Background: an optimization exercise with open tools, aiming at small area and a short achievable clock period. Do not read the settings as production practice.
Only simulation tests tie the RTL to the original design; equivalence was not proved.
The flow treats the clock pin as an ideal source, which a real chip does not have.
No activity file was given, so power comes from the tool's default toggle rates.

==> inputs of exp/zinc <==
Design mem_gate, start of the top module:
module mem_gate
(
  input  logic                  clk,
  input  logic                  rst,
  input  logic                  age_i,
  input  logic                  req_valid_i,
  input  logic [32-1:0] req_adr_i,
  input  logic                  req_we_i,
  input  logic [8-1:0]   req_pl_i,
  input  logic [23-1:0]  req_key_i,
  input  logic [1:0]            req_seg_i,     
  input  logic [8-1:0]  req_tid_i,
  input  logic [32-1:0] req_dat_i,
  input  logic [1:0]            tbl_op_i,      
  input  logic [6-1:0] tbl_idx_i,
  input  logic                  tbl_code_i,
  input  logic [23-1:0]  tbl_key_i,
  input  logic [8-1:0]   tbl_pl_i,
  output logic                  tbl_rvalid_o,
  output logic                  tbl_code_o,
  output logic [23-1:0]  tbl_key_o,
  output logic [8-1:0]   tbl_pl_o,
  output logic                  tbl_ref_o,
  output logic [27-1:0]  tbl_cnt_o,
  output logic                  fwd_valid_o,
  output logic [32-1:0] fwd_adr_o,
  output logic                  fwd_we_o,
  output logic [8-1:0]  fwd_tid_o,
  output logic [32-1:0] fwd_dat_o,
  output logic                  err_valid_o,
  output logic [8-1:0]  err_tid_o,
  output logic [32-1:0] err_adr_o,
  output logic [1:0]            err_code_o     
);
==> flow/config.mk <==
export PLATFORM = sky130hd
export DESIGN_NAME = mem_gate
export DESIGN_NICKNAME = mem_gate
export VERILOG_FILES = /design/flow/design.v
export SDC_FILE = /design/flow/constraint.sdc
export NUM_CORES = 4
export LEC_CHECK = 0
export CAP_MARGIN = 10
export CORE_MARGIN = 2
export CORE_UTILIZATION = 50
export CTS_CLUSTER_DIAMETER = 80
export CTS_CLUSTER_SIZE = 24
export PLACE_DENSITY = 0.65
export SETUP_SLACK_MARGIN = 3.65
export SLEW_MARGIN = 10
export SYNTH_HIERARCHICAL = 1
==> flow/constraint.sdc <==
create_clock -name core_clock -period 6.5 [get_ports {clk}]
set_input_delay 1.3000 -clock core_clock [delete_from_list [all_inputs] [get_ports {clk}]]
set_output_delay 1.3000 -clock core_clock [all_outputs]
set_load 0.01 [all_outputs]
run.sh (not shown) runs the stock make flow with config.mk's settings and CLKGATE_MAP_FILE= SYNTH_SCRIPT=/design/flow/synth_recipe.tcl, a recipe that flattens the netlist after the stock synthesis.
==> exp/umber: changes against exp/zinc <==
--- a/flow/config.mk
+++ b/flow/config.mk
@@ -14,3 +14,4 @@
 export SETUP_SLACK_MARGIN = 3.65
 export SLEW_MARGIN = 10
 export SYNTH_HIERARCHICAL = 1
+export TNS_END_PERCENT = 10
==> exp/pepper: changes against exp/zinc <==
==> flow/flow/run.sh (new file) <==
#!/bin/bash
# Layout flow: the standard ORFS flow (standard.sh) with two changes:
#  - clock tree synthesis without dummy loads (they only balance the tree and
#    take area), keeping ORFS's other clock_tree_synthesis arguments and the
#    cluster settings from config.mk;
#  - ports buffered with buf_2 instead of the delay cell buffer_ports picks.
# The make output goes to flow_make.log; each ORFS step keeps its own log
# under orfs/logs.
set -euo pipefail
export CTS_ARGS="-sink_clustering_enable -repair_clock_nets -dont_use_dummy_load -sink_clustering_size 24 -sink_clustering_max_diameter 80"
export BUFFER_PORTS_ARGS="-buffer_cell sky130_fd_sc_hd__buf_2"
bash standard.sh finish > flow_make.log 2>&1
==> flow/standard.sh (new file) <==
#!/bin/bash
# synth_recipe.tcl (not shown) runs the flow's synth.tcl, then flattens the netlist and writes it again
# the make line also repeats each setting of config.mk as NAME=value (left out here)
make -C /OpenROAD-flow-scripts/flow DESIGN_CONFIG=/design/flow/config.mk WORK_HOME=/design/flow/orfs CLKGATE_MAP_FILE= SYNTH_SCRIPT=/design/flow/synth_recipe.tcl "${@:-finish}"
removed: flow/run.sh
==> summary of the runs <==
Non-clock buffer count, lowest first: exp/umber, exp/pepper, exp/zinc. In sequential power, exp/pepper and exp/zinc hardly differ. Against exp/zinc, the critical path depth of exp/umber is lower by 5. Between exp/zinc and exp/umber, the lower global-route usage is in exp/umber (gap 1.4 points). Of exp/umber and exp/zinc, exp/zinc has the higher via count (gap 1.6%, measured against exp/zinc). In exp/umber the setup slack is worse than in exp/zinc, by 0.13 ns.

-- static timing again, ports no longer ideal --
How much do the figures lean on ideal ports? The routed layouts below were timed once more, with nothing changed but the port constraints.
Step 1 sets driving cells, clkbuf_16 on the clock port and buf_2 on the other inputs (assumed; they add their load-dependent delay and slew).
Step 2 adds t to the input delays and takes it off the output delays; t is the mean of the earliest and latest rising clock arrival at the registers after step 1. Input paths then give back, and output paths get back, about the clock's delay inside the block.
a / b / c = no drivers / after step 1 / after step 2; a / b = the first two.
run	t, ns	setup slack, ns	hold slack, ns	cell pins on the clock port's net
exp/zinc	1.010	3.541 / 3.528 / 2.586	0.323 / 0.323 / 0.323	1
exp/umber	1.022	3.407 / 3.316 / 2.504	0.330 / 0.330 / 0.330	1
exp/pepper	0.984	3.487 / 3.517 / 2.556	0.309 / 0.309 / 0.309	1
After both steps setup and hold are still met in every run listed. The setup slack of exp/zinc, which loses most, moves by -0.013 ns with the drivers and by -0.955 ns with both steps.
